This is an optimization exercise on Yosys and OpenROAD, whose aim is small area and few clock cycles, not a production implementation.
Function was checked by simulation only, so behaviour that the tests miss may differ from the original.
Power and IR drop assume default switching activity.

[design/flow/run.sh]
#!/bin/bash
# synth_recipe.tcl (not shown) runs the flow's synth.tcl, then flattens the netlist and writes it again
# the make line also repeats each setting of config.mk as NAME=value (left out here)
make -C /OpenROAD-flow-scripts/flow DESIGN_CONFIG=/design/flow/config.mk WORK_HOME=/design/flow/orfs CLKGATE_MAP_FILE= SYNTH_SCRIPT=/design/flow/synth_recipe.tcl finish
[design/flow/config.mk]
export PLATFORM = sky130hd
export DESIGN_NAME = sorted_timed_command_queue_unit
export DESIGN_NICKNAME = sorted_timed_command_queue_unit
export VERILOG_FILES = /design/flow/design.v
export SDC_FILE = /design/flow/constraint.sdc
export NUM_CORES = 4
export LEC_CHECK = 0
export CAP_MARGIN = 20
export CORE_MARGIN = 2
export CORE_UTILIZATION = 40
export CTS_CLUSTER_DIAMETER = 80
export CTS_CLUSTER_SIZE = 30
export SLEW_MARGIN = 20
[design/flow/constraint.sdc]
create_clock -name core_clock -period 8.0 [get_ports {clk}]
set_input_delay 1.6000 -clock core_clock [delete_from_list [all_inputs] [get_ports {clk}]]
set_output_delay 1.6000 -clock core_clock [all_outputs]
set_load 0.01 [all_outputs]
[design/flow/design.v]
`timescale 1ns / 1ps
module sorted_timed_command_queue_unit (
  input  logic         clk,
  input  logic         rst_n,
  input  logic         in_tvalid,
  output logic         in_tready,
  input  logic [119:0] in_tdata,
  input  logic [1:0]   in_tuser,
  output logic         out_tvalid,
  input  logic         out_tready,
  output logic [63:0]  out_tdata,
  output logic [1:0]   out_tuser
);
  localparam int N  = 16;
  localparam int NP = 4;        
  localparam int SP = N / NP;   
  logic [31:0] in_now, in_delay, in_pay;
  logic [7:0]  in_cmd, in_sub;
  logic [3:0]  in_slot;
  assign in_now   = in_tdata[31:0];
  assign in_delay = in_tdata[63:32];
  assign in_cmd   = in_tdata[71:64];
  assign in_sub   = in_tdata[79:72];
  assign in_pay   = in_tdata[111:80];
  assign in_slot  = in_tdata[115:112];
  logic is_add, is_rem, is_poll;
  assign is_add  = (in_tuser == 2'd0);
  assign is_rem  = (in_tuser == 2'd1);
  assign is_poll = (in_tuser == 2'd2);
  logic [31:0]  due_q [N];
  logic [7:0]   cmd_q [N];
  logic [7:0]   sub_q [N];
  logic [31:0]  pay_q [N];
  logic [N-1:0] valid_q;    
  logic [N-1:0] popv_q;     
  logic [31:0]  s_due_q;
  logic [7:0]   s_cmd_q, s_sub_q;
  logic [31:0]  s_pay_q;
  logic         s_valid_q;
  logic         s_pop_q;
  logic [4:0]   list_q [N];
  logic [4:0]   count_q;
  logic         out_tvalid_q;
  logic [1:0]   status_q;
  logic [3:0]   slot_q;
  logic [32:0] sum;
  logic        sat;
  logic [31:0] new_due;
  assign sum     = {1'b0, in_now} + {1'b0, in_delay | {32{is_poll}}};
  assign sat     = sum[32] && !is_poll;
  assign new_due = sum[31:0] | {32{sat}};
  function automatic logic gt32(input logic [31:0] a, input logic [31:0] b);
    logic c;
    c = 1'b0;
    for (int i = 0; i < 32; i++) c = (a[i] & ~b[i]) | (a[i] & c) | (~b[i] & c);
    gt32 = c;
  endfunction
  logic [N-1:0] le;
  logic         s_le;
  always_comb begin
    for (int x = 0; x < N; x++) le[x] = sat || !gt32(due_q[x], sum[31:0]);
    s_le = sat || !gt32(s_due_q, sum[31:0]);
  end
  logic [N-1:0] held, thr;
  logic [3:0]   pos;
  always_comb begin
    for (int r = 0; r < N; r++) begin
      held[r] = (5'(r) < count_q);
      thr[r]  = held[r] && (list_q[r][4] ? s_le : le[list_q[r][3:0]]);
    end
    pos[3] = thr[7];
    pos[2] = (thr[3] && !thr[7]) || thr[11];
    pos[1] = (thr[1] && !thr[3]) || (thr[5] && !thr[7]) || (thr[9] && !thr[11]) || thr[13];
    pos[0] = 1'b0;
    for (int r = 0; r < N; r += 2) pos[0] = pos[0] || (thr[r] && !thr[r + 1]);
  end
  logic [NP-1:0] pfree, pwr;
  logic          any_free;
  logic [3:0]    wplace;
  always_comb begin
    logic seen;
    seen   = 1'b0;
    wplace = '0;
    for (int k = 0; k < NP; k++) begin
      pfree[k] = !valid_q[(SP * k + N - 1) % N] && !popv_q[(SP * k + N - 1) % N];
      if (pfree[k] && !seen) wplace = 4'(SP * k);
      seen     = seen || pfree[k];
    end
    any_free = seen;
  end
  logic in_fire, full, stall;
  assign full      = (count_q == 5'd16);
  assign stall     = is_add && !full && s_valid_q && !any_free;
  assign in_tready = (!out_tvalid_q || out_tready) && !stall;
  assign in_fire   = in_tvalid && in_tready;
  logic [3:0] drank;
  logic [4:0] dloc;
  assign drank = is_poll ? 4'd0 : in_slot;
  assign dloc  = list_q[drank];
  logic head_due, slot_ok, add_ok, del_ok, pop;
  assign head_due = sum[32] && thr[0];
  assign slot_ok  = ({1'b0, in_slot} < count_q);
  assign add_ok   = in_fire && is_add && !full;
  assign pop      = is_poll && head_due;
  assign del_ok   = in_fire && ((is_rem && slot_ok) || pop);
  logic drain, direct, wr, wvalid, s_del;
  assign drain  = s_valid_q && any_free;
  assign direct = add_ok && !s_valid_q && any_free;
  assign wr     = drain || direct;
  assign s_del  = del_ok && dloc[4];
  assign wvalid = s_valid_q ? !s_del : 1'b1;
  always_comb for (int k = 0; k < NP; k++) pwr[k] = wr && (wplace == 4'(SP * k));
  logic [31:0] w_due, w_pay;
  logic [7:0]  w_cmd, w_sub;
  assign w_due = s_valid_q ? s_due_q : new_due;
  assign w_cmd = s_valid_q ? s_cmd_q : in_cmd;
  assign w_sub = s_valid_q ? s_sub_q : in_sub;
  assign w_pay = s_valid_q ? s_pay_q : in_pay;
  logic [N-1:0] del_oh, head_oh;
  always_comb begin
    for (int x = 0; x < N; x++) begin
      del_oh[x]  = del_ok && !dloc[4] && (dloc[3:0] == 4'(x));
      head_oh[x] = !list_q[0][4] && (list_q[0][3:0] == 4'(x));
    end
  end
  always_ff @(posedge clk) begin
    for (int x = 0; x < N; x++) begin
      if (x % SP == 0 && pwr[x / SP]) begin
        due_q[x] <= w_due;
        cmd_q[x] <= w_cmd;
        sub_q[x] <= w_sub;
        pay_q[x] <= w_pay;
      end else begin
        due_q[x] <= due_q[(x + N - 1) % N];
        cmd_q[x] <= cmd_q[(x + N - 1) % N];
        sub_q[x] <= sub_q[(x + N - 1) % N];
        pay_q[x] <= pay_q[(x + N - 1) % N];
      end
    end
  end
  always_ff @(posedge clk) begin
    if (add_ok && (s_valid_q || !any_free)) begin
      s_due_q <= new_due;
      s_cmd_q <= in_cmd;
      s_sub_q <= in_sub;
      s_pay_q <= in_pay;
    end
  end
  logic [4:0] mv [N];
  logic [4:0] nloc;
  always_comb begin
    for (int r = 0; r < N; r++) begin
      if (list_q[r][4]) mv[r] = drain ? {1'b0, wplace} : 5'd16;
      else              mv[r] = {1'b0, list_q[r][3:0] + 4'd1};
    end
    nloc = direct ? {1'b0, wplace} : 5'd16;
  end
  always_ff @(posedge clk) begin
    for (int r = 0; r < N; r++) begin
      if (add_ok && !thr[r]) begin
        if (r == 0 || thr[(r + N - 1) % N]) list_q[r] <= nloc;
        else                                list_q[r] <= mv[(r + N - 1) % N];
      end else if (del_ok && 4'(r) >= drank) begin
        list_q[r] <= mv[(r + 1) % N];
      end else begin
        list_q[r] <= mv[r];
      end
    end
  end
  logic out_fire;
  assign out_fire = out_tvalid_q && out_tready;
  always_ff @(posedge clk) begin
    if (!rst_n) begin
      valid_q      <= '0;
      popv_q       <= '0;
      s_valid_q    <= 1'b0;
      s_pop_q      <= 1'b0;
      count_q      <= '0;
      out_tvalid_q <= 1'b0;
    end else begin
      for (int x = 0; x < N; x++) begin
        if (x % SP == 0 && pwr[x / SP]) valid_q[x] <= wvalid;
        else valid_q[x] <= valid_q[(x + N - 1) % N] && !del_oh[(x + N - 1) % N];
      end
      if (add_ok && (s_valid_q || !any_free)) s_valid_q <= 1'b1;
      else if (drain || s_del)               s_valid_q <= 1'b0;
      if (in_fire) begin
        for (int x = 0; x < N; x++) popv_q[x] <= pop && head_oh[(x + N - 1) % N];
        s_pop_q <= pop && list_q[0][4];
      end else if (out_fire) begin
        popv_q  <= '0;
        s_pop_q <= 1'b0;
      end else begin
        for (int x = 0; x < N; x++) popv_q[x] <= popv_q[(x + N - 1) % N];
      end
      if (add_ok)      count_q <= count_q + 5'd1;
      else if (del_ok) count_q <= count_q - 5'd1;
      out_tvalid_q <= in_fire || (out_tvalid_q && !out_tready);
    end
  end
  always_ff @(posedge clk) begin
    if (in_fire) begin
      if (is_add)       status_q <= full ? 2'd1 : 2'd0;
      else if (is_rem)  status_q <= slot_ok ? 2'd0 : 2'd2;
      else if (is_poll) status_q <= head_due ? 2'd0 : 2'd3;
      else              status_q <= 2'd3;
      slot_q <= (is_add && !full) ? pos : 4'd0;
    end
  end
  logic [7:0]  ocmd, osub;
  logic [31:0] opay;
  always_comb begin
    ocmd = s_cmd_q & {8{s_pop_q}};
    osub = s_sub_q & {8{s_pop_q}};
    opay = s_pay_q & {32{s_pop_q}};
    for (int x = 0; x < N; x++) begin
      ocmd = ocmd | (cmd_q[x] & {8{popv_q[x]}});
      osub = osub | (sub_q[x] & {8{popv_q[x]}});
      opay = opay | (pay_q[x] & {32{popv_q[x]}});
    end
  end
  assign out_tvalid = out_tvalid_q;
  assign out_tuser  = status_q;
  assign out_tdata  = {7'd0, count_q, opay, osub, ocmd, slot_q};
endmodule
==> run summary, run 1 <==
# Max-Cap Violations=0; Worst VDD drop=0.193 mV; CTS Root Buffer Type=clkbuf_16; worst skew pair latency=between 0.7 and 0.8 ns; commonest non-fill, non-tap cell in the layout=dfxtp_1; Chip Width=roughly 400 µm; Critical Path Fanout Max=12; P_sw=between 7 and 8 mW; Seq cells post-synth=roughly 1500; CTS clk-pin slew, worst paths=~0.12 ns; first-pass GRT wire length=around 310000 µm; chip height=391 µm; max_slew headroom=a little over a quarter; placeable core area=between 100000 and 150000 µm²; register area share after synthesis=51.1%; Leak=between 20 and 30 nW; total die area=153000 µm²; Final Critical Period=between 7 and 8 ns; Pre-antenna DRT Iters=9; DRC violation count after routing=0; Cells after Synth=6185; slew at the pin closest to its max-slew limit=~1.1 ns; CTS max path bufs=3; Worst Path Arrival=roughly 8.4 ns; vias=around 52000; CTS buffer count=between 70 and 80; Synth cell types=about 120; Starting Density=40.1%; Detailed Place HPWL=about 150000 µm; synth-to-layout area growth=19.4%; fin nets=6951; routability cong.=~0.97; Post-Place Worst Slack=-0.911 ns; Post-DP Area=a little under 70000 µm²; clock skew=0.0679 ns; ys async rst share=0%; Post-Syn Area=between 50000 and 60000 µm²; Clk pwr share=about 22%; startpoint types=input pin; Avg WL per Cell=between 20 and 25 µm; commonest cells after routing, fill and taps aside=dfxtp_1, buf_4, nand2_1; Final WS setup=about 0.19 ns; post-DR vias/cell=slightly below 6; Syn Area/Cell=9.69 µm²; post-route cell area=between 70000 and 80000 µm²; Worst Setup End Kind=register; CP required=~8.6 ns; sw frac=35.9%; final WL=around 210000 µm; 1st-iter DRT viols=about 5400; layout cells sized above 1=between 10% and 20%; WS Path Type=input pin to register; All-Layer GR Usage=about a quarter; P_int=between 10 and 15 mW; FP Rows=142; Peak Freq=~130 MHz; I/O pin cnt=roughly 190; Hold Buf Count CTS=0; Primary FF master, synth=dfxtp_1; clk sinks=between 1000 and 1500; Overflow after GRT=0; vias in the first global route=50300; status=finished clean; Hold Crit Class=register to register; largest net degree at the start of global routing=around 160; initial antenna violation count=5; fin crit share=97.7%; CTS tree=built; I/O Buffers=~180; Pwr Total=a little over 20 mW; Seq pwr share=46.9%; EDFF count, synth=between 80 and 90; yosys warns=7; PwrDens=287 nW/µm²; combinational share of power=31.0%; Setup Viol. Count Final=0; post-route ant nets=0; Final Hold Fails=0; FILL cells=14100; fin. max-slew vios=0; H-tree depth=3
## kinds of logic (layout without fill, tap and decap cells)
kind of cell	after synthesis	after routing	share of synthesized area, %
muxes	249	249	4.77
other	1	10	0.00626
AOI/OAI and AO/OA	2029	2029	23.9
buffers and inverters	537	1172	3.62
xor gates and xnor gates	45	45	0.658
and+or+nand+nor	1689	1689	13.2
DFF	1486	1486	51.1
adders and majority gates	149	149	2.76
## power groups by stage
stage	clock network, mW	logic (mW)	registers [mW]
5_1_grt	4.88	6.87	9.72
6_report	4.55	6.36	9.63
2_1_floorplan	0	3.92	9.01
4_1_cts	4.61	6.15	9.57
3_5_place_dp	0	6.11	9.74
3_3_place_gp	0	6.06	9.72
## cell usage after synthesis, types with 19 or more instances
cell type / number / area share (%)
clkbuf_1: 325 / 2.0
a22o_1: 32 / 0.47
o21a_1: 33 / 0.41
mux2_2: 27 / 0.51
nor2_1: 338 / 2.1
o221ai_1: 38 / 0.56
buf_2: 58 / 0.48
o31ai_1: 56 / 0.70
a21oi_1: 216 / 1.8
nor3_1: 92 / 0.77
nand2b_1: 61 / 0.64
o21ai_0: 509 / 4.3
maj3_1: 84 / 1.4
o2111ai_1: 21 / 0.31
a222oi_1: 84 / 1.4
o22a_1: 25 / 0.37
nor4_1: 23 / 0.24
o22ai_1: 83 / 0.87
nor2b_1: 58 / 0.61
ha_1: 57 / 1.2
nand4_1: 76 / 0.79
o21ai_1: 21 / 0.18
o211ai_1: 69 / 0.86
a21boi_0: 19 / 0.24
a21o_1: 32 / 0.40
buf_1: 47 / 0.29
a22oi_1: 379 / 4.7
a211oi_1: 52 / 0.65
a31oi_1: 54 / 0.56
a221oi_1: 30 / 0.44
inv_1: 90 / 0.56
edfxtp_1: 86 / 4.3
and3_1: 31 / 0.32
mux2i_1: 195 / 3.3
xnor2_1: 26 / 0.38
mux4_2: 26 / 0.98
nand3_1: 140 / 1.2
xor2_1: 19 / 0.28
and2_1: 41 / 0.43
or2_2: 23 / 0.24
nand2_1: 683 / 4.3
dfxtp_1: 1400 / 47
a211o_1: 31 / 0.45
or3_1: 41 / 0.43
## sequential cells by signal, summed over array words and instances, names as in the netlist
name / count
cmd_q: 128
sub_q: 128
popv_q: 16
slot_q: 4
list_q: 80
s_due_q: 32
out_tvalid_q: 1
s_cmd_q: 8
s_sub_q: 8
s_valid_q: 1
count_q: 5
s_pop_q: 1
due_q: 512
status_q: 2
s_pay_q: 32
pay_q: 512
valid_q: 16
## path summary, 6_finish.rpt
kind | endpoint | from | slack, ns | cells after the start
worst max register to register | slot_q[0] | due_q[12][0] | 2.35 | 22
worst min-delay path | due_q[6][16] | due_q[5][16] | 0.31 | 0
worst max-delay path | list_q[11][0] | in_tuser[0] | 0.19 | 28
worst min register to register | due_q[6][16] | due_q[5][16] | 0.31 | 0
## layout make-up
type                            instances  area, µm²  area share [%]
Sequential cell                      1486      30600            42.8
Multi-Input combinational cell       4168      27700            38.7
Timing Repair Buffer                  946       7980            11.2
Tap cell                             1944       2430            3.40
Clock buffer                          101       2010            2.80
Clock inverter                         32        443           0.619
Inverter                               93        349           0.488
Antenna cell                            3       7.51          0.0105
## metal layers
layer  wire length, µm  vias to the layer above  GRT usage (%)
met5                32                        -              0
met3             13900                      398           3.52
met4              8380                        4           10.2
met1             90600                    25300           35.7
li1                  -                    24300              -
met2             96500                     1988           43.5
## critical path: stages
cell	delay [ns]
clkdlybuf4s50_1	0.49
nand2b_4	0.15
buf_12	0.14
nand2b_1	0.07
ha_1	0.19
inv_1	0.08
fa_2	0.46
buf_4	0.20
maj3_1	0.36
maj3_1	0.37
maj3_1	0.36
maj3_1	0.40
a2111oi_4	0.34
o21ai_2	0.11
a31oi_1	0.19
buf_4	0.18
o2111ai_1	0.19
a21oi_1	0.23
buf_4	0.19
nor4_1	0.06
or4_4	0.57
o32ai_4	0.21
nand3_2	0.17
buf_12	0.19
buf_12	0.16
a22oi_4	0.33
mux2i_1	0.27
o2bb2ai_1	0.10
## stage by stage
| step | util [%] | cells | hold slack [ns] | TNS (ns) |
|---|---|---|---|---|
| after floorplan | - | 6191 | 0.324 | 0 |
| after global placement | 46.0 | 8629 | 0.327 | -65.15 |
| after detailed placement | 46.0 | 8629 | 0.333 | -83.28 |
| after CTS | 47.7 | 8763 | 0.311 | 0 |
| after global routing | 47.9 | 8771 | 0.314 | -0.0926 |
| final | 47.9 | 8773 | 0.308 | 0 |
## what timing repair did
item | in CTS | in global routing
pin swaps | 3 | 29
resized for setup | 11 | 79
buffers inserted | 1 | 7
setup endpoints to repair | 59 | 99
Testbench counts, summed over its fixed seeds: cycles 12,315.
==> run 2, diff against run 1 <==
==> design/flow/flow/run.sh (new file) <==
#!/bin/bash
set -e
export BUFFER_PORTS_ARGS="-buffer_cell sky130_fd_sc_hd__buf_2"
bash standard.sh > standard.log 2>&1
==> design/flow/standard.sh (new file) <==
#!/bin/bash
# synth_recipe.tcl (not shown) runs the flow's synth.tcl, then flattens the netlist and writes it again
# the make line also repeats each setting of config.mk as NAME=value (left out here)
make -C /OpenROAD-flow-scripts/flow DESIGN_CONFIG=/design/flow/config.mk WORK_HOME=/design/flow/orfs CLKGATE_MAP_FILE= SYNTH_SCRIPT=/design/flow/synth_recipe.tcl "${@:-finish}"
--- a/design/flow/config.mk
+++ b/design/flow/config.mk
@@ -10,4 +10,5 @@
 export CORE_UTILIZATION = 40
 export CTS_CLUSTER_DIAMETER = 80
 export CTS_CLUSTER_SIZE = 30
+export GPL_TIMING_DRIVEN = 0
 export SLEW_MARGIN = 20
removed: design/flow/run.sh
==> run 2 against run 1 <==
Compared with the run above: the layout now fails its checks (negative setup slack); fmax shrank 2.4%; first-iteration DRC count up 36%; clock skew down 0.0047 ns; count of clock-buffer cells in the layout is 4 lower; worst hold slack gained 0.021 ns; sequential power fell by 3.0%; utilization down 2.0 points; register-to-register slack lost 1.2 ns; via count grew 4.5%; sequential share of layout area up 1.8 points; largest cell class unchanged.
==> run summary, run 2 <==
area share of the largest cell type after synthesis=46.8% (unchanged); CTS buffer count=72 (unchanged); Worst Setup End Kind=register; first-pass GRT wire length=364000 µm (+16%); compound-gate portion of the synthesized area=23.9% (unchanged); vias in the first global route=50900 (+1.0%); Pre-antenna DRT Iters=8 (-1); ranking of synthesized cells by area=dfxtp_1, a22oi_1, edfxtp_1; worst reg2reg startpoint=count_q[1]; 1st-iter DRT viols=7268 (+36%); CP required=8.62 ns (+0.02 ns); Critical Path Fanout Max=10 (-2); startpoint types=input pin; Hold Path Depth=0 (unchanged); Final Instance Count excl. Fillers=8555 (-2.5%); Inst Count DP=8332 (-3.4%); Hold Buf Count CTS=0 (unchanged); area share of fa/ha/maj cells after synthesis=2.76% (unchanged); Largest regs=due_q x512, pay_q x512; Primary FF master, synth=dfxtp_1; most numerous cell in the Yosys netlist=dfxtp_1; clock skew=0.0632 ns (-0.00468 ns); layout cells sized above 1=14.2% (-2.5 points); Setup Viol. Count Final=1 (+1); Post-Syn Area=59900 µm² (unchanged); Leak=25.6 nW (-6.2%); Cells after Synth=6185 (unchanged); yosys warns=7 (unchanged); fin. max-slew vios=0 (unchanged); placeable core area=149000 µm² (unchanged); FILL cells=14400 (+2.4%); H-tree depth=3 (unchanged); Chip Width=391 µm (unchanged); ys async rst share=0% (unchanged); Post-Synth XOR/XNOR Area=0.658% (unchanged); total negative slack=-0.00696 ns (-0.00696 ns); synth-to-layout area growth=14.4%; final WL=259000 µm (+24%); layout check faults=negative setup slack; Worst Path Arrival=8.62 ns (+0.21 ns); DRC violation count after routing=0 (unchanged); CTS Root Buffer Type=clkbuf_16; post-route ant nets=0 (unchanged); Post-Place Worst Slack=-4.08 ns (-3.17 ns); crit-path most repeated cell=maj3_1; All-Layer GR Usage=32.5% (+5.9 points); R2R depth=18 (-18%); EDFF count, synth=86 (unchanged); # Max-Cap Violations=0 (unchanged); clk sinks=1486 (unchanged); total die area=153000 µm² (unchanged); commonest cells after routing, fill and taps aside=dfxtp_1, nand2_1, o21ai_0; Synth top cells by count=dfxtp_1, nand2_1, o21ai_0; Seq cells post-synth=1486 (unchanged); crit path max-delay cell type=fa_2; status=complete, but fails checks; RR Endpoint=due_q[0][1]; commonest non-fill, non-tap cell in the layout=dfxtp_1; Synth cell types=124 (unchanged); Syn Area/Cell=9.69 µm² (unchanged); I/O Buffers=181 (-0.55%); FP Rows=142 (unchanged); Synth area leader=dfxtp_1; Detailed Place HPWL=188000 µm (+28%); post-route cell area=68500 µm² (-4.2%); Avg WL per Cell=30.2 µm (+27%); Ant. Diodes=0 (-3); largest family of logic cells by synthesized area=compound AO/OA/AOI/OAI gates; post-DR vias/cell=6.34 (+7.1%); vias=54300 (+4.5%); Pwr Total=20.6 mW (+0.23%); Worst Setup EP=list_q[2][0]; chip height=391 µm (unchanged); Final Critical Period=8.01 ns (+0.195 ns); Overflow after GRT=0 (unchanged); mux share of post-synthesis cell area=4.77% (unchanged); register area share after synthesis=51.1% (unchanged); PwrDens=300 nW/µm² (+4.6%); fin crit share=100% (+2.4 points); fin nets=6736 (-3.1%); post-synthesis simple-gate area fraction=13.2% (unchanged); CTS tree=built; CTS max path bufs=3 (unchanged); FF-to-FF setup slack=1.16 ns (-1.19 ns); largest net degree at the start of global routing=32 (-80%); slew at the pin closest to its max-slew limit=1.29 ns (+0.195 ns); I/O pin cnt=194 (unchanged); max_slew headroom=13.8% (-13 points); Final WS setup=-0.00696 ns (-0.195 ns); Peak Freq=125 MHz (-2.4%); Hold Crit Class=register to register; CP startpoint=in_tuser[0]; Worst VDD drop=0.181 mV (-5.8%); CP max stage delay=0.57 ns (about the same); WS Path Type=input pin to register; CTS clk-pin slew, worst paths=0.12 ns (about the same); worst skew pair latency=0.77 ns (about the same); Final Hold Fails=0 (unchanged); Starting Density=40.1% (unchanged); Post-DP Area=63800 µm² (-7.1%); routability cong.=1.01 (+3.9%); initial antenna violation count=7 (+2)
run 2: cell types whose count changed in the layout (fill, tap and decap cells not counted), sizes merged:
cell           change
clkdlybuf4s50    -180
inv                +7
clkinvlp           -4
clkinv             +2
diode              -3
buf              -356
clkbuf           +317
bufinv             -1
run 2: what timing repair did:
action / CTS / global route
endpoints found under the setup margin: 273 / 123
gates resized for setup: 225 / 162
cloned: 0 / 3
setup buffers: 61 / 39
pin swaps: 52 / 54
run 2: area by class of cell:
| class | instances | area (µm²) | share of cell area, % |
|---|---|---|---|
| buffer | 431 | 2060 | 3.01 |
| timing repair buffer | 300 | 2040 | 2.98 |
| multi-input combinational | 4168 | 28500 | 41.6 |
| clock inverter | 36 | 598 | 0.873 |
| sequential | 1486 | 30600 | 44.7 |
| clock buffer | 97 | 1930 | 2.81 |
| inverter | 93 | 349 | 0.509 |
| tap | 1944 | 2430 | 3.55 |
run 2: per-layer routing:
layer | wire length [µm] | GRT usage [%]
met1 | 105000 | 42.7
met5 | 65 | 0
met2 | 113000 | 50.6
met4 | 16100 | 17.0
met3 | 25000 | 6.37
run 2: power by group:
group | switching, mW | leakage [nW] | internal (mW)
Combinational | 4.19 | 12.1 | 2.36
Sequential | 0.958 | 12.3 | 8.38
Clock | 2.82 | 1.20 | 1.87
Total | 7.97 | 25.6 | 12.6
run 2: logic make-up after synthesis:
family                     after synthesis
and+or+nand+nor                       1689
xor gates and xnor gates                45
muxes                                  249
DFF                                   1486
other                                    1
AOI/OAI and AO/OA                     2029
buffers and inverters                  537
adders and majority gates              149
run 2: how the worst min path moves through the flow:
stage                             start       endpoint  slack, ns
after global routing      due_q[10][15]  due_q[11][15]       0.33
after global placement      due_q[9][0]   due_q[10][0]       0.33
after floorplan             due_q[9][0]   due_q[10][0]       0.32
final                     due_q[10][15]  due_q[11][15]       0.33
after CTS                   sub_q[9][7]   sub_q[10][7]       0.33
after detailed placement    due_q[2][0]    due_q[3][0]       0.33
run 2: metrics by stage:
stage          hold slack, ns  utilization, %
2_1_floorplan           0.324               -
5_1_grt                 0.330            45.9
3_5_place_dp            0.329            42.7
6_report                0.329            45.9
3_3_place_gp            0.327            42.4
4_1_cts                 0.326            45.3
run 2: critical path: cells and delay by family:
| family | cells | cell delay (ns) |
|---|---|---|
| AOI/OAI and AO/OA | 7 | 1.65 |
| buffers and inverters | 6 | 0.93 |
| and+or+nand+nor | 5 | 0.99 |
| muxes | 1 | 0.30 |
| adders and majority gates | 8 | 3.10 |
==> run 3, diff against run 2 <==
--- a/design/flow/config.mk
+++ b/design/flow/config.mk
@@ -7,8 +7,8 @@
 export LEC_CHECK = 0
 export CAP_MARGIN = 20
 export CORE_MARGIN = 2
-export CORE_UTILIZATION = 40
+export CORE_UTILIZATION = 70
 export CTS_CLUSTER_DIAMETER = 80
 export CTS_CLUSTER_SIZE = 30
-export GPL_TIMING_DRIVEN = 0
+export PLACE_DENSITY = 0.75
 export SLEW_MARGIN = 20
==> run 3 against run 2 <==
Compared with the run above: the run now finishes clean; count of clock-buffer cells in the layout fell by 5; combinational power is 7.6% lower; worst hold slack improved by 0.0012 ns; via count shrank 0.23%; first-iteration DRC count is 9.2% lower; flip-flop and latch count stayed put; worst setup slack gained 0.15 ns; critical endpoint is now list_q[13][0].
==> run summary, run 3 <==
Hold Buf Count CTS=0 (unchanged); Starting Density=70.5% (+30 points); Post-Syn Area=59900 µm² (unchanged); chip height=297 µm (-24%); DRC violation count after routing=0 (unchanged); vias in the first global route=52400 (+3.0%); fin. max-slew vios=0 (unchanged); Final Instance Count excl. Fillers=7848 (-8.3%); startpoint types=input pin; worst reg2reg startpoint=due_q[7][0]; Peak Freq=127 MHz (+1.9%); vias=54100 (-0.23%); Setup Viol. Count Final=0 (-1); max_slew headroom=25.6% (+12 points); CTS tree=built; Synth top cells by count=dfxtp_1, nand2_1, o21ai_0; Synth area leader=dfxtp_1; Hold Path Origin=pay_q[8][3]; PwrDens=289 nW/µm² (-3.8%); post-DR vias/cell=6.90 (+8.8%); Leak=26.6 nW (+3.7%); Pre-antenna DRT Iters=9 (+1); layout cells sized above 1=17.0% (+2.8 points); Cells after Synth=6185 (unchanged); placeable core area=85000 µm² (-43%); total die area=87900 µm² (-42%); Hold Crit Class=register to register; FP Rows=107 (-25%); Inst Count DP=7727 (-7.3%); initial antenna violation count=13 (+6); # Max-Cap Violations=0 (unchanged); Detailed Place HPWL=139000 µm (-26%); I/O Buffers=182 (+0.55%); ys async rst share=0% (unchanged); CTS max path bufs=3 (unchanged); 1st-iter DRT viols=6598 (-9.2%); met2 wire len=89100 µm (-21%); CTS buffer count=59 (-18%); R2R depth=18 (unchanged); Seq cells post-synth=1486 (unchanged); Buffers & Inverters on Critical Path=5 (-1); CP startpoint=in_tuser[0]; Avg WL per Cell=25.6 µm (-15%); Critical Path Fanout Max=7 (-3); Overflow after GRT=0 (unchanged); crit-path most repeated cell=maj3_1; area share of the largest cell type after synthesis=46.8% (unchanged); Synth cell types=124 (unchanged); CTS Root Buffer Type=clkbuf_16; clock skew=0.0463 ns (-0.0169 ns); Syn Area/Cell=9.69 µm² (unchanged); Seq pwr share=49.3% (+3.9 points); fin crit share=98.3% (-1.8 points); sw frac=35.9% (-2.8 points); status=finished clean; Final Hold Fails=0 (unchanged); end of the worst hold path=pay_q[9][3]; yosys warns=7 (unchanged); All-Layer GR Usage=44.1% (+12 points); WS Path Type=input pin to register; Worst Path Arrival=8.46 ns (-0.16 ns); met3 wire length=25000 µm (-0.22%); FF-to-FF setup slack=2.24 ns (+1.08 ns); crit-path leading delay family=adder cells; post-route ant nets=0 (unchanged); CTS clk-pin slew, worst paths=0.11 ns (about the same); routability cong.=1.05 (+4.0%); slew at the pin closest to its max-slew limit=1.11 ns (-0.181 ns); wl on met1=74800 µm (-29%); EDFF count, synth=86 (unchanged); combinational share of power=30.8% (-1.0 points); Final Critical Period=7.86 ns (-0.147 ns); worst skew pair latency=0.73 ns (-0.04 ns); P_sw=7.04 mW (-12%); clk sinks=1486 (unchanged); Crit. path cell count=26 (-3.7%); Clk pwr share=19.9% (-2.9 points); most numerous cell in the Yosys netlist=dfxtp_1; CP required=8.59 ns (-0.03 ns); P_int=12.6 mW (-0.38%); final WL=201000 µm (-22%); RR Endpoint=list_q[12][1]; CP max stage delay=0.59 ns (+0.02 ns); I/O pin cnt=194 (unchanged); largest net degree at the start of global routing=127 (+300%); fin nets=6831 (+1.4%); Worst VDD drop=0.325 mV (+79%); ranking of synthesized cells by area=dfxtp_1, a22oi_1, edfxtp_1; crit path max-delay cell type=fa_1; synth-to-layout area growth=13.3%; commonest non-fill, non-tap cell in the layout=dfxtp_1; H-tree depth=2 (-1); Final Util=79.8% (+34 points); Chip Width=297 µm (-24%); first-pass GRT wire length=300000 µm (-17%); RSZ-0062 raised after global routing=false; register area share after synthesis=51.1% (unchanged); commonest cells after routing, fill and taps aside=dfxtp_1, nand2_1, buf_4; Primary FF master, synth=dfxtp_1; Hold Path Depth=0 (unchanged); Top Layer Used=met5; Worst Setup End Kind=register; Largest regs=due_q x512, pay_q x512
[run 3: layer usage]
layer,vias to the layer above,global-route usage [%]
met5,-,0
met4,12,23.8
met3,792,11.0
met2,3690,69.5
met1,25700,55.9
li1,24000,-
[run 3: metrics by stage]
step / setup slack (ns) / hold WS (ns) / TNS (ns) / power (mW) / instance area (µm²)
finish: 0.140 / 0.330 / 0 / 19.6 / 67900
global route: 0.0188 / 0.337 / 0 / 20.3 / 67800
detailed placement: -0.674 / 0.328 / -59.77 / 15.5 / 65800
CTS: 0.00993 / 0.328 / 0 / 19.3 / 67700
floorplan: 0.0150 / 0.324 / 0 / 12.9 / 59900
global placement: -0.667 / 0.327 / -52.59 / 15.4 / 65800
[run 3: logic make-up (layout without fill, tap and decap cells)]
family / count (synthesis) / after routing / synth area share (%)
AND/OR/NAND/NOR: 1689 / 1689 / 13.2
AO/OA/AOI/OAI: 2029 / 2029 / 23.9
adder cells (fa/ha/maj): 149 / 149 / 2.76
XOR/XNOR: 45 / 45 / 0.658
buffers and inverters: 537 / 1037 / 3.62
flip-flops: 1486 / 1486 / 51.1
multiplexers: 249 / 249 / 4.77
other: 1 / 20 / 0.00626
[run 3: layout make-up]
class,count,area (µm²)
antenna,13,32.5
sequential,1486,30600
inverter,93,349
clock buffer,92,1670
fill,5554,17100
timing repair buffer,839,6130
tap,1144,1430
multi-input combinational,4168,27400
clock inverter,13,198
[run 3: power by group through the flow]
stage                     sequential (mW)  combinational [mW]  clock, mW
final                                9.67                6.05       3.89
after global routing                 9.73                6.46       4.11
after CTS                            9.57                5.83       3.86
after detailed placement             9.73                5.79          0
after global placement               9.69                5.66          0
after floorplan                      9.01                3.92          0
[run 3: worst max-delay path by stage]
stage,end,slack (ns)
3_5_place_dp,list_q[6][4],-0.67
5_1_grt,list_q[7][0],0.02
6_report,list_q[13][0],0.14
3_3_place_gp,list_q[6][4],-0.67
4_1_cts,list_q[3][3],0.01
2_1_floorplan,slot_q[0],0.01
[run 3: what timing repair did]
item,in CTS,in global routing
pin swaps,0,2
gates resized for setup,1,24
setup buffers,0,3
setup endpoints to repair,1,117
==> run 4, diff against run 3 <==
--- a/design/flow/config.mk
+++ b/design/flow/config.mk
@@ -7,8 +7,7 @@
 export LEC_CHECK = 0
 export CAP_MARGIN = 20
 export CORE_MARGIN = 2
-export CORE_UTILIZATION = 70
+export CORE_UTILIZATION = 60
 export CTS_CLUSTER_DIAMETER = 80
 export CTS_CLUSTER_SIZE = 30
-export PLACE_DENSITY = 0.75
 export SLEW_MARGIN = 20
==> run 4 against run 3 <==
Compared with the run above: flip-flop and latch count did not move; cell count rose by 2.1%; clock power rose by 3%; power rose by 1.0%; wire length rose by 1.5%; first-iteration DRC count fell by 0.18%; utilization fell by 11 points; worst hold slack improved by 0.014 ns; via count fell by 2.4%; clock skew fell by 0.017 ns; fmax fell by 0.38%; combinational power rose by 2%; critical path type unchanged; highest routed layer unchanged.
==> run summary, run 4 <==
most numerous cell in the Yosys netlist=dfxtp_1; DRC violation count after routing=0 (unchanged); end of the worst hold path=pay_q[3][31]; slew at the pin closest to its max-slew limit=1.13 ns (+0.0188 ns); routability cong.=0.988 (-5.7%); FF-to-FF setup slack=2.17 ns (-0.07 ns); Hold Buf Count CTS=0 (unchanged); clock skew=0.0289 ns (-0.0174 ns); 1st-iter DRT viols=6586 (-0.18%); worst reg2reg startpoint=count_q[1]; Largest regs=due_q x512, pay_q x512; vias in the first global route=51000 (-2.6%); Final Hold Fails=0 (unchanged); Critical Path Fanout Max=8 (+1); register area share after synthesis=51.1% (unchanged); Worst Hold Margin=0.344 ns (+0.0144 ns); total negative slack=0 ns (unchanged); chip height=320 µm (+7.9%); Chip Width=320 µm (+7.9%); Worst Setup End Kind=register; Detailed Place HPWL=141000 µm (+1.9%); Seq cells post-synth=1486 (unchanged); Avg WL per Cell=25.4 µm (-0.64%); Worst VDD drop=0.266 mV (-18%); CTS buffer count=61 (+3.4%); Syn Area/Cell=9.69 µm² (unchanged); Hold Crit Class=register to register; max_slew headroom=24.4% (-1.3 points); Primary FF master, synth=dfxtp_1; commonest cells after routing, fill and taps aside=dfxtp_1, nand2_1, buf_4; first-pass GRT wire length=305000 µm (+1.6%); status=finished clean; H-tree depth=2 (unchanged); Peak Freq=127 MHz (-0.38%); Hold Path Depth=0 (unchanged); Post-Syn Area=59900 µm² (unchanged); post-DR vias/cell=6.59 (-4.4%); # Max-Cap Violations=0 (unchanged); placeable core area=98700 µm² (+16%); area share of the largest cell type after synthesis=46.8% (unchanged); Leak=26.8 nW (+0.77%); Worst Path Arrival=8.37 ns (-0.09 ns); Hold Path Origin=pay_q[2][31]; I/O pin cnt=194 (unchanged); All-Layer GR Usage=38.5% (-5.6 points); post-route ant nets=0 (unchanged); CTS Root Buffer Type=clkbuf_16; ys async rst share=0% (unchanged); fin nets=6861 (+0.44%); Synth area leader=dfxtp_1; clk sinks=1486 (unchanged); Final Util=69.3% (-11 points); Overflow after GRT=0 (unchanged); RR Endpoint=pay_q[4][6]; Starting Density=60.7% (-9.8 points); EDFF count, synth=86 (unchanged); Synth top cells by count=dfxtp_1, nand2_1, o21ai_0; CTS max path bufs=3 (unchanged); final WL=204000 µm (+1.5%); largest net degree at the start of global routing=109 (-14%); Pre-antenna DRT Iters=8 (-1); startpoint types=input pin; CP required=8.48 ns (-0.11 ns); synth-to-layout area growth=14.2%; R2R depth=13 (-5); WS Path Type=input pin to register; CTS tree=built; yosys warns=7 (unchanged); Final Critical Period=7.89 ns (+0.0301 ns); commonest non-fill, non-tap cell in the layout=dfxtp_1; PwrDens=290 nW/µm² (+0.23%); total die area=102000 µm² (+16%); ranking of synthesized cells by area=dfxtp_1, a22oi_1, edfxtp_1; Cells after Synth=6185 (unchanged); fin. max-slew vios=0 (unchanged); initial antenna violation count=10 (-3); I/O Buffers=182 (unchanged); layout cells sized above 1=17.5% (+0.43 points); FP Rows=115 (+7.5%); fin crit share=98.6% (+0.38 points); worst skew pair latency=0.74 ns (about the same); vias=52900 (-2.4%); CTS clk-pin slew, worst paths=0.11 ns (about the same); Setup Viol. Count Final=0 (unchanged); Synth cell types=124 (unchanged)
==> run 4: power by group <==
group	internal [mW]	switching, mW
combinational	2.74	3.46
sequential	8.38	1.24
clock	1.55	2.44
==> run 4: cell type report <==
cell class	count	area, µm²
clock inverter	21	312
fill	7906	30300
timing repair buffer	867	6420
clock buffer	90	1660
inverter	93	349
antenna	3	7.51
tap	1287	1610
multi-input combinational	4168	27400
sequential	1486	30600
==> run 4: worst max-delay path, stage by stage <==
cell and delay, ns:
buf_2 0.10, nand2b_2 0.32, nand2b_1 0.16, ha_2 0.26, inv_1 0.08, fa_1 0.59, buf_4 0.23, maj3_1 0.36
maj3_1 0.37, maj3_1 0.37, maj3_1 0.37, a21oi_1 0.30, o31ai_1 0.22, a31oi_1 0.20, nand3_1 0.24, a211o_4 0.46
a22o_1 0.34, mux2_2 0.35, o311ai_1 0.23, nor3_1 0.11, o41ai_4 0.42, inv_1 0.12, a211oi_2 0.31, buf_4 0.16
a31oi_1 0.07
==> run 4: repair_timing <==
action                                  4_1_cts  5_1_grt
endpoints found under the setup margin        1      110
setup buffers                                 0        3
gates cloned                                  0        0
pin swaps                                     0        1
gates resized for setup                       1       23
==> run 4: routing by layer <==
metal | wire (µm) | vias up | track usage (%)
met5 | 64 | - | 0
met1 | 83300 | 25500 | 51.1
met3 | 19900 | 534 | 7.66
met2 | 91000 | 2723 | 61.0
met4 | 9320 | 10 | 17.2
li1 | - | 24100 | -
==> run 4: per-stage QoR <==
stage               area (µm²)  instances  power, mW  setup WS, ns
global placement         66300       7897       15.6        -0.768
CTS                      68300       8008       19.6        0.0207
global route             68400       8013       20.6      -0.00177
floorplan                59900       6191       12.9        0.0150
finish                   68400       8015       19.8         0.109
detailed placement       66300       7897       15.7        -0.758
==> run 4: how the worst max path moves through the flow <==
stage	startpoint	to	depth (start not counted)
final	in_tuser[0]	slot_q[0]	25
after global routing	in_tuser[0]	valid_q[1]	33
after CTS	in_tuser[0]	slot_q[0]	31
after detailed placement	in_tuser[0]	slot_q[0]	30
after global placement	in_tuser[0]	slot_q[0]	30
after floorplan	in_tuser[0]	slot_q[0]	26
==> run 4: cell families (layout without fill, tap and decap cells) <==
| kind of cell | Yosys count | after routing | share of synthesized area, % |
|---|---|---|---|
| buf+inv | 537 | 1071 | 3.62 |
| simple gates | 1689 | 1689 | 13.2 |
| xor+xnor | 45 | 45 | 0.658 |
| mux | 249 | 249 | 4.77 |
| other cells | 1 | 10 | 0.00626 |
| compound gates | 2029 | 2029 | 23.9 |
| flops | 1486 | 1486 | 51.1 |
| fa+ha+maj | 149 | 149 | 2.76 |
==> run 5, diff against run 4 <==
--- a/design/flow/design.v
+++ b/design/flow/design.v
@@ -46,20 +46,24 @@
   logic [32:0] sum;
   logic        sat;
   logic [31:0] new_due;
-  assign sum     = {1'b0, in_now} + {1'b0, in_delay | {32{is_poll}}};
-  assign sat     = sum[32] && !is_poll;
+  assign sum     = {1'b0, in_now} + {1'b0, in_delay};
+  assign sat     = sum[32];
   assign new_due = sum[31:0] | {32{sat}};
-  function automatic logic gt32(input logic [31:0] a, input logic [31:0] b);
+  logic [31:0] key;
+  logic        cin;
+  assign key = is_poll ? in_now : sum[31:0];
+  assign cin = is_poll;
+  function automatic logic after(input logic [31:0] a, input logic [31:0] b, input logic ci);
     logic c;
-    c = 1'b0;
+    c = ci;
     for (int i = 0; i < 32; i++) c = (a[i] & ~b[i]) | (a[i] & c) | (~b[i] & c);
-    gt32 = c;
+    after = c;
   endfunction
   logic [N-1:0] le;
   logic         s_le;
   always_comb begin
-    for (int x = 0; x < N; x++) le[x] = sat || !gt32(due_q[x], sum[31:0]);
-    s_le = sat || !gt32(s_due_q, sum[31:0]);
+    for (int x = 0; x < N; x++) le[x] = (sat && !is_poll) || !after(due_q[x], key, cin);
+    s_le = (sat && !is_poll) || !after(s_due_q, key, cin);
   end
   logic [N-1:0] held, thr;
   logic [3:0]   pos;
@@ -82,7 +86,7 @@
     seen   = 1'b0;
     wplace = '0;
     for (int k = 0; k < NP; k++) begin
-      pfree[k] = !valid_q[(SP * k + N - 1) % N] && !popv_q[(SP * k + N - 1) % N];
+      pfree[k] = !valid_q[(SP * k + N - 1) % N] && !(popv_q[(SP * k + N - 1) % N] && !out_tready);
       if (pfree[k] && !seen) wplace = 4'(SP * k);
       seen     = seen || pfree[k];
     end
@@ -98,7 +102,7 @@
   assign drank = is_poll ? 4'd0 : in_slot;
   assign dloc  = list_q[drank];
   logic head_due, slot_ok, add_ok, del_ok, pop;
-  assign head_due = sum[32] && thr[0];
+  assign head_due = thr[0];
   assign slot_ok  = ({1'b0, in_slot} < count_q);
   assign add_ok   = in_fire && is_add && !full;
   assign pop      = is_poll && head_due;
--- a/design/flow/config.mk
+++ b/design/flow/config.mk
@@ -10,4 +10,5 @@
 export CORE_UTILIZATION = 60
 export CTS_CLUSTER_DIAMETER = 80
 export CTS_CLUSTER_SIZE = 30
+export GPL_TIMING_DRIVEN = 0
 export SLEW_MARGIN = 20
==> run 5 against run 4 <==
Compared with the run above: the layout now fails its checks (negative setup slack); cell count increased by 0.86%; worst hold slack got worse by 0.0025 ns; first-iteration DRC count increased by 50%; combinational power decreased by 2%; area after synthesis increased by 1.4%; worst setup slack got worse by 0.32 ns; die area increased by 1.4%; non-clock buffer count decreased by 176; count of clock-buffer cells in the layout increased by 7; sequential power decreased by 3.4%; clock power increased by 9.0%; critical path type unchanged; largest power group unchanged.
==> run summary, run 5 <==
ys async rst share=0% (unchanged); Synth cell types=120 (-3.2%); Leak=25.7 nW (-4.2%); Worst Hold Margin=0.342 ns (-0.00248 ns); chip height=322 µm (+0.71%); Cells after Synth=6366 (+2.9%); ranking of synthesized cells by area=dfxtp_1, a22oi_1, nand2_1; Synth top cells by count=dfxtp_1, nand2_1, o21ai_0; most numerous cell in the Yosys netlist=dfxtp_1; synth-to-layout area growth=10.4%; layout cells sized above 1=11.2% (-6.3 points); CTS Root Buffer Type=clkbuf_16; All-Layer GR Usage=47.1% (+8.5 points); I/O Buffers=182 (unchanged); clk sinks=1486 (unchanged); total die area=104000 µm² (+1.4%); Seq cells post-synth=1486 (unchanged); largest net degree at the start of global routing=32 (-71%); CP max stage delay=0.43 ns (-0.16 ns); Syn Area/Cell=9.55 µm² (-1.4%); Worst Setup EP=slot_q[0]; final WL=254000 µm (+25%); FP Rows=116 (+0.87%); area share of the largest cell type after synthesis=46.1% (-0.66 points); CTS clk-pin slew, worst paths=0.12 ns (about the same); WS Path Type=input pin to register; EDFF count, synth=86 (unchanged); Peak Freq=122 MHz (-3.9%); clock skew=0.0346 ns (+0.00572 ns); RR Endpoint=pay_q[4][4]; Avg WL per Cell=31.4 µm (+24%); Inst Count DP=7923 (+0.33%); Final WS setup=-0.209 ns (-0.319 ns); fin. max-slew vios=0 (unchanged); Worst Path Arrival=8.63 ns (+0.26 ns); initial antenna violation count=13 (+3); crit-path most repeated cell=buf_2; DRC violation count after routing=0 (unchanged); 1st-iter DRT viols=9894 (+50%); vias in the first global route=53100 (+4.1%); worst skew pair latency=0.71 ns (-0.03 ns); CTS max path bufs=3 (unchanged); vias=57400 (+8.6%); status=complete, but fails checks; first-pass GRT wire length=358000 µm (+17%); max_slew headroom=11.8% (-13 points); Post-Syn Area=60800 µm² (+1.4%); Buffers & Inverters on Critical Path=6 (+1); Hold Buf Count CTS=0 (unchanged); I/O pin cnt=194 (unchanged); CP required=8.42 ns (-0.06 ns); Worst VDD drop=0.256 mV (-3.7%); commonest non-fill, non-tap cell in the layout=dfxtp_1; PwrDens=294 nW/µm² (+1.7%); yosys warns=7 (unchanged); Hold Crit Class=register to register; Pre-antenna DRT Iters=11 (+3); routability cong.=1.09 (+10%); # Max-Cap Violations=0 (unchanged); commonest cells after routing, fill and taps aside=dfxtp_1, nand2_1, o21ai_0; FF-to-FF setup slack=1.85 ns (-0.32 ns); CTS buffer count=66 (+8.2%); Starting Density=60.6% (-0.10 points); placeable core area=100000 µm² (+1.6%); startpoint types=input pin; Critical Path Fanout Max=10 (+2); Final Hold Fails=0 (unchanged); CTS tree=built; Crit. path cell count=25 (unchanged); crit path max-delay cell type=a22oi_1; Final Critical Period=8.21 ns (+0.319 ns); CP startpoint=in_tdata[5]; Synth area leader=dfxtp_1; H-tree depth=3 (+1); RSZ-0062 raised after global routing=true; Pwr Total=19.7 mW (-0.31%); Worst Setup End Kind=register; Final Instance Count excl. Fillers=8084 (+0.86%); post-route ant nets=0 (unchanged); Primary FF master, synth=dfxtp_1; slew at the pin closest to its max-slew limit=1.32 ns (+0.191 ns); layout check faults=negative setup slack; Post-Place Worst Slack=-2.70 ns (-1.94 ns); worst reg2reg startpoint=popv_q[3]; Chip Width=322 µm (+0.71%); fin nets=6844 (-0.25%); post-DR vias/cell=7.10 (+7.6%); Setup Viol. Count Final=38 (+38); FILL cells=8326 (+5.3%); Hold Path Depth=0 (unchanged); fin crit share=103% (+4.0 points); Largest regs=due_q x512, pay_q x512; Overflow after GRT=0 (unchanged); Detailed Place HPWL=184000 µm (+30%); R2R depth=12 (-1); register area share after synthesis=50.4% (-0.72 points); crit-path leading delay family=compound AO/OA/AOI/OAI gates
## run 5: changes by cell type in the layout (fill, tap and decap cells not counted), sizes merged, moves of 17 or more
cell    before  now
inv         99  116
a31oi       54   71
maj3        91   39
and2        41   59
clkbuf      90  397
o22ai       83  117
xnor2       26   51
mux2i      196  216
a211o       31   13
and3        31   50
buf        867  390
## run 5: cell type report
class / instances / area, µm² / area share [%]
Antenna cell: 15 / 37.5 / 0.0560
Buffer: 466 / 2160 / 3.22
Clock buffer: 97 / 1830 / 2.73
Clock inverter: 23 / 368 / 0.549
Inverter: 109 / 409 / 0.610
Multi-Input combinational cell: 4306 / 28600 / 42.6
Sequential cell: 1486 / 30600 / 45.6
Tap cell: 1357 / 1700 / 2.53
Timing Repair Buffer: 225 / 1360 / 2.03
## run 5: what timing repair did
action	CTS	global route
pin swaps	12	26
setup endpoints to repair	125	121
buffers inserted	10	21
gates resized for setup	115	120
cloned	0	0
## run 5: logic make-up (layout without fill, tap and decap cells)
logic type / Yosys count / count (layout) / synth area share (%)
multiplexers: 271 / 271 / 4.80
XOR/XNOR: 63 / 63 / 0.908
adder cells (fa/ha/maj): 97 / 97 / 1.85
other: 1 / 22 / 0.00617
buffers and inverters: 580 / 920 / 4.03
flip-flops: 1486 / 1486 / 50.4
AND/OR/NAND/NOR: 1742 / 1742 / 13.5
AO/OA/AOI/OAI: 2126 / 2126 / 24.5
## run 5: where the power goes
part / leakage (nW) / internal [mW] / total, mW / switching, mW
combinational: 12.3 / 2.15 / 6.09 / 3.95
clock: 1.05 / 1.77 / 4.36 / 2.59
sequential: 12.3 / 8.39 / 9.29 / 0.896
## run 5: worst min-delay path by stage
stage | from | end | slack, ns
6_report | due_q[1][5] | due_q[2][5] | 0.34
3_3_place_gp | due_q[4][0] | due_q[5][0] | 0.33
5_1_grt | due_q[1][31] | due_q[2][31] | 0.34
3_5_place_dp | pay_q[12][6] | pay_q[13][6] | 0.34
4_1_cts | due_q[1][5] | due_q[2][5] | 0.34
2_1_floorplan | due_q[4][0] | due_q[5][0] | 0.32
## run 5: metrics by stage
| step | cell area [µm²] | utilization, % | setup TNS (ns) |
|---|---|---|---|
| floorplan | 60800 | - | 0 |
| CTS | 66400 | 66.2 | 0 |
| detailed placement | 63700 | 63.5 | -262.89 |
| global route | 67000 | 66.8 | -0.373 |
| finish | 67100 | 66.9 | -2.70 |
| global placement | 63400 | 63.2 | -678.46 |
## run 5: layer usage
metal	up-vias	part of all wire, %	track usage [%]
li1	24400	-	-
met3	1022	14	14.9
met1	27400	36	59.5
met4	10	8.0	31.7
met5	-	0.024	0
met2	4548	42	68.9
## run 5: worst register-to-register path, delay by kind of cell (launching register included)
family	cells	cell delay [ns]
AOI/OAI and AO/OA	4	1.50
buffers and inverters	3	2.15
DFF	1	0.32
and+or+nand+nor	5	2.03
Testbench counts of run 5, summed over its fixed seeds: cycles 12,243.
==> run 6, diff against run 5 <==
--- a/design/flow/config.mk
+++ b/design/flow/config.mk
@@ -10,5 +10,4 @@
 export CORE_UTILIZATION = 60
 export CTS_CLUSTER_DIAMETER = 80
 export CTS_CLUSTER_SIZE = 30
-export GPL_TIMING_DRIVEN = 0
 export SLEW_MARGIN = 20
==> run 6 against run 5 <==
Compared with the run above: now clean on timing, DRC and antenna; count of clock-buffer cells in the layout up 1; critical path depth unchanged; combinational power fell by 9.2%; global-route usage shrank 8.4 points; clock power shrank 1%; wire length down 19%.
==> run summary, run 6 <==
DRC violation count after routing=0 (unchanged); Final Util=67.5% (+0.68 points); CTS buffer count=66 (unchanged); most numerous cell in the Yosys netlist=dfxtp_1; area share of the largest cell type after synthesis=46.1% (unchanged); CP max stage delay=0.54 ns (+0.11 ns); register area=30600 µm² (about the same); vias=53300 (-7.2%); end of the worst hold path=pay_q[2][1]; status=finished clean; Clk pwr share=22.1% (about the same); clock skew=0.0292 ns (-0.00541 ns); R2R depth=24 (+12); Worst VDD drop=0.396 mV (+55%); register area share after synthesis=50.4% (unchanged); startpoint types=input pin; P_sw=6.93 mW (-6.9%); Hold Buf Count CTS=0 (unchanged); yosys warns=7 (unchanged); sw frac=35.6% (-2.1 points); Final WS setup=0.388 ns (+0.598 ns); clk sinks=1486 (unchanged); Cells after Synth=6366 (unchanged); final WL=206000 µm (-19%); ys async rst share=0% (unchanged); FF-to-FF setup slack=2.08 ns (+0.23 ns); Inst Count DP=7922 (-0.013%); Synth cell types=120 (unchanged); Final Critical Period=7.61 ns (-0.598 ns); All-Layer GR Usage=38.7% (-8.4 points); Buffers & Inverters on Critical Path=6 (unchanged); Pre-antenna DRT Iters=8 (-3); Hold Path Origin=pay_q[1][1]; CP required=8.58 ns (+0.16 ns); worst reg2reg startpoint=due_q[8][1]; crit-path most repeated cell=buf_4; Overflow after GRT=0 (unchanged); Chip Width=322 µm (unchanged); synth-to-layout area growth=11.5%; PwrDens=287 nW/µm² (-2.5%); Synth top cells by count=dfxtp_1, nand2_1, o21ai_0; vias in the first global route=50200 (-5.4%); Detailed Place HPWL=143000 µm (-23%); Hold Path Depth=0 (unchanged); commonest non-fill, non-tap cell in the layout=dfxtp_1; 1st-iter DRT viols=6481 (-34%); total die area=104000 µm² (unchanged); slew at the pin closest to its max-slew limit=1.16 ns (-0.163 ns); FILL cells=8248 (-0.94%); largest net degree at the start of global routing=85 (+170%); EDFF count, synth=86 (unchanged); CTS tree=built; crit path max-delay cell type=or4_1; RSZ-0062 raised after global routing=false; Post-Syn Area=60800 µm² (unchanged); FP Rows=116 (unchanged); commonest cells after routing, fill and taps aside=dfxtp_1, nand2_1, o21ai_0; RR Endpoint=list_q[8][2]; multi-input logic area=27900 µm² (-2.5%); Leak=26.7 nW (+4.0%); fin. max-slew vios=0 (unchanged); Setup Viol. Count Final=0 (-100%); fin crit share=95.1% (-7.5 points); WS Path Type=input pin to register; Worst Setup End Kind=register; crit-path leading delay family=compound AO/OA/AOI/OAI gates; routability cong.=1.00 (-7.8%); max_slew headroom=22.7% (+11 points); Largest regs=due_q x512, pay_q x512; CTS max path bufs=3 (unchanged); Peak Freq=131 MHz (+7.9%); Avg WL per Cell=25.6 µm (-18%); # Max-Cap Violations=0 (unchanged); initial antenna violation count=12 (-1); Syn Area/Cell=9.55 µm² (unchanged); first-pass GRT wire length=308000 µm (-14%); combinational share of power=28.4% (-2.5 points); Final Instance Count excl. Fillers=8051 (-0.41%); post-DR vias/cell=6.62 (-6.8%); Post-Place Worst Slack=-0.255 ns (+2.45 ns); fin nets=6818 (-0.38%); CTS Root Buffer Type=clkbuf_16; ranking of synthesized cells by area=dfxtp_1, a22oi_1, nand2_1; CTS clk-pin slew, worst paths=0.11 ns (about the same); Final Hold Fails=0 (unchanged); H-tree depth=3 (unchanged); P_int=12.5 mW (+1.8%); Seq pwr share=49.5% (+2.5 points); Starting Density=60.6% (unchanged); Seq cells post-synth=1486 (unchanged); Synth area leader=dfxtp_1; worst skew pair latency=0.70 ns (about the same); layout cells sized above 1=13.9% (+2.7 points); I/O pin cnt=194 (unchanged); Critical Path Fanout Max=5 (-5); I/O Buffers=182 (unchanged); Worst Path Arrival=8.19 ns (-0.44 ns); placeable core area=100000 µm² (unchanged); Hold Crit Class=register to register; post-route ant nets=0 (unchanged); Primary FF master, synth=dfxtp_1; chip height=322 µm (unchanged)
[run 6: how the worst max path moves through the flow]
stage | endpoint | slack, ns | cells after the start | start
6_report | list_q[8][2] | 0.39 | 25 | in_tdata[0]
5_1_grt | list_q[6][4] | 0.11 | 29 | in_tdata[0]
4_1_cts | list_q[11][2] | 0.42 | 30 | in_tdata[0]
3_5_place_dp | list_q[11][2] | -0.25 | 30 | in_tdata[0]
3_3_place_gp | list_q[11][2] | -0.23 | 30 | in_tdata[0]
2_1_floorplan | slot_q[0] | 0.98 | 23 | in_tdata[0]
[run 6: worst register-to-register path: stages (launching register included)]
cell	delay, ns
dfxtp_1	0.34
inv_1	0.06
maj3_1	0.35
o2bb2ai_1	0.26
o31ai_1	0.18
a2111oi_0	0.46
buf_4	0.19
a211oi_1	0.11
o31ai_1	0.31
buf_4	0.23
a22o_1	0.14
a2111oi_0	0.10
buf_4	0.19
o21ai_1	0.32
a21oi_1	0.16
buf_4	0.17
a211oi_1	0.17
a211oi_1	0.10
a2111o_1	0.55
a21oi_2	0.54
buf_4	0.28
nor2_2	0.07
buf_4	0.17
mux2i_1	0.12
mux2_2	0.27
[run 6: through the flow]
stage | total power, mW | area (µm²) | hold slack [ns] | TNS, ns
after detailed placement | 15.1 | 65500 | 0.335 | -3.10
after global routing | 20.3 | 67700 | 0.345 | 0
final | 19.5 | 67700 | 0.350 | 0
after floorplan | 12.9 | 60800 | 0.325 | 0
after CTS | 19.3 | 67700 | 0.348 | 0
after global placement | 15.0 | 65500 | 0.332 | -1.70
[run 6: final cells by class]
cell class	instances	share of cell area (%)
Clock inverter	22	0.508
Timing Repair Buffer	665	7.25
Inverter	109	0.604
Clock buffer	98	2.74
Multi-Input combinational cell	4306	41.1
Sequential cell	1486	45.2
Tap cell	1357	2.51
Antenna cell	8	0.0296
[run 6: cell families (layout without fill, tap and decap cells)]
logic type	count (synthesis)	count (layout)	share of synthesized area, %
AOI/OAI and AO/OA	2126	2126	24.5
xor gates and xnor gates	63	63	0.908
adders and majority gates	97	97	1.85
buffers and inverters	580	894	4.03
DFF	1486	1486	50.4
muxes	271	271	4.80
other	1	15	0.00617
and+or+nand+nor	1742	1742	13.5
[run 6: power groups by stage]
stage / Combinational, mW / Clock [mW] / Sequential [mW]
after floorplan: 3.83 / 0 / 9.04
after global placement: 5.28 / 0 / 9.70
after detailed placement: 5.35 / 0 / 9.72
after CTS: 5.39 / 4.31 / 9.56
after global routing: 5.96 / 4.57 / 9.72
final: 5.53 / 4.30 / 9.63
[run 6: routing by layer]
layer  share of wire [%]  wire length, µm  vias up  GRT usage (%)
met1                  42            86500    25600           53.5
met3                  11            21800      481           8.11
met2                  43            89300     2870           59.0
met5               0.024               50        -              0
met4                 4.2             8730        8           15.8
li1                    -                -    24300              -
[run 6: repair_timing]
| item | 4_1_cts | 5_1_grt |
|---|---|---|
| gates resized for setup | 0 | 1 |
| setup endpoints to repair | 0 | 3 |
| setup buffers | 0 | 1 |

-- static timing again, ports no longer ideal --
The flow's constraints put no driver on any port. The routed layouts listed below were extracted and timed again, unchanged, in two steps.
Step 1, drivers: a clkbuf_16 drives clk and a buf_2 each remaining input, both assumed.
Step 2, shift: input delay + t, output delay - t, t = (earliest + latest rising clock arrival at the registers) / 2. This alone moves slack from input paths to output paths.
a / b / c = ideal ports / drivers / drivers and shift; a / b = the first two.
run | t (ns) | setup WS [ns] | latest minus earliest clock arrival (ns) | worst data-port slew with drivers (ns)
run 1 | 0.801 | 0.188 / 0.242 / -0.559 | 0.068 / 0.068 | 0.13
run 2 | 0.816 | -0.007 / 0.037 / -0.779 | 0.075 / 0.074 | 0.04
run 3 | 0.779 | 0.140 / 0.186 / -0.593 | 0.048 / 0.048 | 0.12
run 4 | 0.798 | 0.109 / 0.157 / -0.641 | 0.031 / 0.032 | 0.11
run 5 | 0.762 | -0.209 / -0.155 / -0.917 | 0.035 / 0.035 | 0.09
run 6 | 0.750 | 0.388 / 0.432 / -0.318 | 0.030 / 0.030 | 0.12
With both steps, setup timing fails in run 1, run 3, run 4 and run 6, where it was met with ideal ports. The setup slack of run 2, which loses most, moves by +0.044 ns with the drivers and by -0.772 ns with both steps.
